Context: an optimization exercise on an open-source flow, tuned for small area, a short achievable clock period and few clock cycles. The choices shown serve that exercise and are no tape-out recipe. Power is estimated from default activity; no workload was simulated.

== 08-14 ==
==> flow/design.v (excerpt) <==
module ex_unit (
    input  wire logic             i_clk,
    input  wire logic             i_resetn,
    input  wire logic             i_req,
    input  wire logic [6:0]       i_opcode,
    input  wire logic [2:0]       i_funct3,
    input  wire logic             i_funct7_b5,
    input  wire logic [32-1:0] i_rs1_val,
    input  wire logic [32-1:0] i_rs2_val,
    input  wire logic [32-1:0] i_pc,
    input  wire logic [32-1:0] i_imm,
    input  wire logic [32-1:0] i_pred_addr,
    output wire logic             o_ack,
    output wire logic [32-1:0] o_result,
    output wire logic             o_rd_we,
    output wire logic [32-1:0] o_next_pc,
    output wire logic             o_mispredict,
    output wire logic             o_illegal
);
    logic             is_op;
    logic             is_opimm;
    logic             is_lui;
    logic             is_auipc;
    logic             is_jal;
    logic             is_jalr;
    logic             is_br;
    logic             illegal;
    logic [32-1:0] alu_out;
    logic             cond;
    logic [32-1:0] sum;
    logic [32-1:0] pc_plus4;
    logic [32-1:0] next_pc;
    logic             mispredict;
    logic [32-1:0] result;
    ex_decode u_decode (
        .i_opcode  (i_opcode),
        .i_funct3  (i_funct3),
        .o_is_op   (is_op),
        .o_is_opimm(is_opimm),
        .o_is_lui  (is_lui),
        .o_is_auipc(is_auipc),
        .o_is_jal  (is_jal),
        .o_is_jalr (is_jalr),
        .o_is_br   (is_br),
        .o_illegal (illegal)
    );
    ex_alu u_alu (
        .i_is_op    (is_op),
        .i_is_opimm (is_opimm),
        .i_is_jalr  (is_jalr),
        .i_funct3   (i_funct3),
        .i_funct7_b5(i_funct7_b5),
        .i_rs1_val  (i_rs1_val),
        .i_rs2_val  (i_rs2_val),
        .i_pc       (i_pc),
        .i_imm      (i_imm),
        .o_sum      (sum),
        .o_alu_out  (alu_out),
        .o_cond     (cond)
    );
    ex_branch u_branch (
        .i_is_jal    (is_jal),
        .i_is_jalr   (is_jalr),
  ...
Size in the first run: roughly 68 flip-flops, about 15000 µm² of cells after synthesis.
Settings: LEC_CHECK=0, CAP_MARGIN=20, CORE_MARGIN=2, CORE_UTILIZATION=40, SETUP_SLACK_MARGIN=3, SLEW_MARGIN=20; clock period 7.0 ns.
run.sh (not shown) runs the stock make flow with config.mk's settings and CLKGATE_MAP_FILE= SYNTH_SCRIPT=/design/flow/synth_recipe.tcl, a recipe that flattens the netlist after the stock synthesis.
Setup changes, 08-14 to 07-16
Settings: a change of SETUP_SLACK_MARGIN from 3 to 2.2; an added ABC_AREA of 1.
==> flow/flow/run.sh (new file) <==
#!/bin/bash
# The standard layout, with the port buffers made of the smallest
# buffer cell (sky130_fd_sc_hd__buf_1) instead of the one buffer_ports
# picks by itself; every input and output port still gets its buffer.
set -euo pipefail
export BUFFER_PORTS_ARGS="-buffer_cell sky130_fd_sc_hd__buf_1"
bash standard.sh > standard_flow.log 2>&1
==> flow/standard.sh (new file) <==
#!/bin/bash
# synth_recipe.tcl (not shown) runs the flow's synth.tcl, then flattens the netlist and writes it again
# the make line also repeats each setting of config.mk as NAME=value (left out here)
make -C /OpenROAD-flow-scripts/flow DESIGN_CONFIG=/design/flow/config.mk WORK_HOME=/design/flow/orfs CLKGATE_MAP_FILE= SYNTH_SCRIPT=/design/flow/synth_recipe.tcl "${@:-finish}"
removed: flow/run.sh
==> run summary <==
07-16 finished all stages; the layout is clean. 08-14 → 07-16: layout overhead on the synthesized area saw a decrease; post-synthesis share of cell area spent on xor and xnor gates saw a decrease. On 07-16: total met2 wirelength after detailed routing is 11% higher than what 08-14 gave. Measured against 07-16, the non-clock buffer count of 08-14 comes out at 1.4 times the reference value. Going from 08-14 to 07-16, the net count reported at finish was found to have gone up by 353. Taking 08-14 as the reference point, the transition at the pin with the smallest max-transition slack of 07-16 falls by 0.0053 ns. In 07-16, the maximum fanout encountered on the critical timing path came out 9 above the value in 08-14. Relative to 08-14, core utilization has gone down in 07-16.
Function was not checked in any run of this note: the RTL went through the layout flow alone.

---

ex_unit, a different RTL version from the one above (not shown whole).
Size: about 68 flip-flops, ~240 I/O pins.
==> flow/design.v (excerpt) <==
module ex_unit (
    input  wire logic             i_clk,
    input  wire logic             i_resetn,
    input  wire logic             i_req,
    input  wire logic [6:0]       i_opcode,
    input  wire logic [2:0]       i_funct3,
    input  wire logic             i_funct7_b5,
    input  wire logic [32-1:0] i_rs1_val,
    input  wire logic [32-1:0] i_rs2_val,
    input  wire logic [32-1:0] i_pc,
    input  wire logic [32-1:0] i_imm,
    input  wire logic [32-1:0] i_pred_addr,
    output wire logic             o_ack,
    output wire logic [32-1:0] o_result,
    output wire logic             o_rd_we,
    output wire logic [32-1:0] o_next_pc,
    output wire logic             o_mispredict,
    output wire logic             o_illegal
);
export LEC_CHECK = 0
export ABC_AREA = 1
export CAP_MARGIN = 20
export CORE_MARGIN = 2
export CORE_UTILIZATION = 45
export SETUP_SLACK_MARGIN = 2.3
export SLEW_MARGIN = 20
create_clock -name core_clock -period 7.0 [get_ports {i_clk}]
standard.sh (not shown) runs the stock make flow with config.mk's settings and CLKGATE_MAP_FILE= SYNTH_SCRIPT=/design/flow/synth_recipe.tcl, a recipe that flattens the netlist after the stock synthesis.
==> flow/flow/run.sh <==
#!/bin/bash
# The standard layout, with the port buffers made of the smallest
# buffer cell (sky130_fd_sc_hd__buf_1) instead of the one buffer_ports
# picks by itself; every input and output port still gets its buffer.
set -euo pipefail
export BUFFER_PORTS_ARGS="-buffer_cell sky130_fd_sc_hd__buf_1"
bash standard.sh > standard_flow.log 2>&1
The starting point produced a clean layout.
Edit:
--- a/flow/config.mk
+++ b/flow/config.mk
@@ -9,5 +9,5 @@
 export CAP_MARGIN = 20
 export CORE_MARGIN = 2
-export CORE_UTILIZATION = 45
-export SETUP_SLACK_MARGIN = 2.3
+export CORE_UTILIZATION = 55
+export SETUP_SLACK_MARGIN = 2.6
 export SLEW_MARGIN = 20
Outcome: Flip-flop and latch count stays the same. Clock power fell by about 1%. Cell area rose by 7.3%. Count of clock-buffer cells in the layout stays the same. Power rose by 7.8%. Combinational power rose by about 10%. Worst setup slack is better by 0.043 ns. Global-route usage rose by 9.4 points.
Edit:
--- a/flow/config.mk
+++ b/flow/config.mk
@@ -9,5 +9,5 @@
 export CAP_MARGIN = 20
 export CORE_MARGIN = 2
-export CORE_UTILIZATION = 55
+export CORE_UTILIZATION = 70
 export SETUP_SLACK_MARGIN = 2.6
 export SLEW_MARGIN = 20
This time the run never finished: it broke off in 5_1_grt, error GRT-0232.
Area after synthesis stays the same.
Synthesized cell count stays the same.
No run of this note included a check of the RTL's function; only the layout flow was run.

-- afterwards: timing with drivers on the ports --
The flow's constraints put no driver on any port. The routed layouts listed below were extracted and timed again, unchanged, in two steps.
Step 1, drivers: a clkbuf_16 drives i_clk and a buf_2 each remaining input, both assumed.
Step 2 adds t to the input delays and takes it off the output delays; t is the mean of the earliest and latest rising clock arrival at the registers after step 1. Input paths then give back, and output paths get back, about the clock's delay inside the block.
Three values: ideal, step 1, step 2; two values: the first two.
run | t (ns) | setup WS [ns] | worst setup path after step 2 | worst slew at a driven data input, ns | pins driven straight from the clock port
08-14 | 0.365 | 1.773 / 1.755 / 1.390 | input to register | 0.07 | 1
07-16 | 0.404 | 2.154 / 2.177 / 1.773 | input to register | 0.06 | 1
the first run of note 2 | 0.374 | 2.354 / 2.368 / 1.993 | input to register | 0.07 | 1
the second run of note 2 | 0.368 | 2.397 / 2.335 / 1.967 | input to register | 0.12 | 1
After both steps every run listed still meets setup and hold. For the second run of note 2, which loses most, drivers alone change the setup slack by -0.062 ns; drivers and shift together by -0.430 ns.
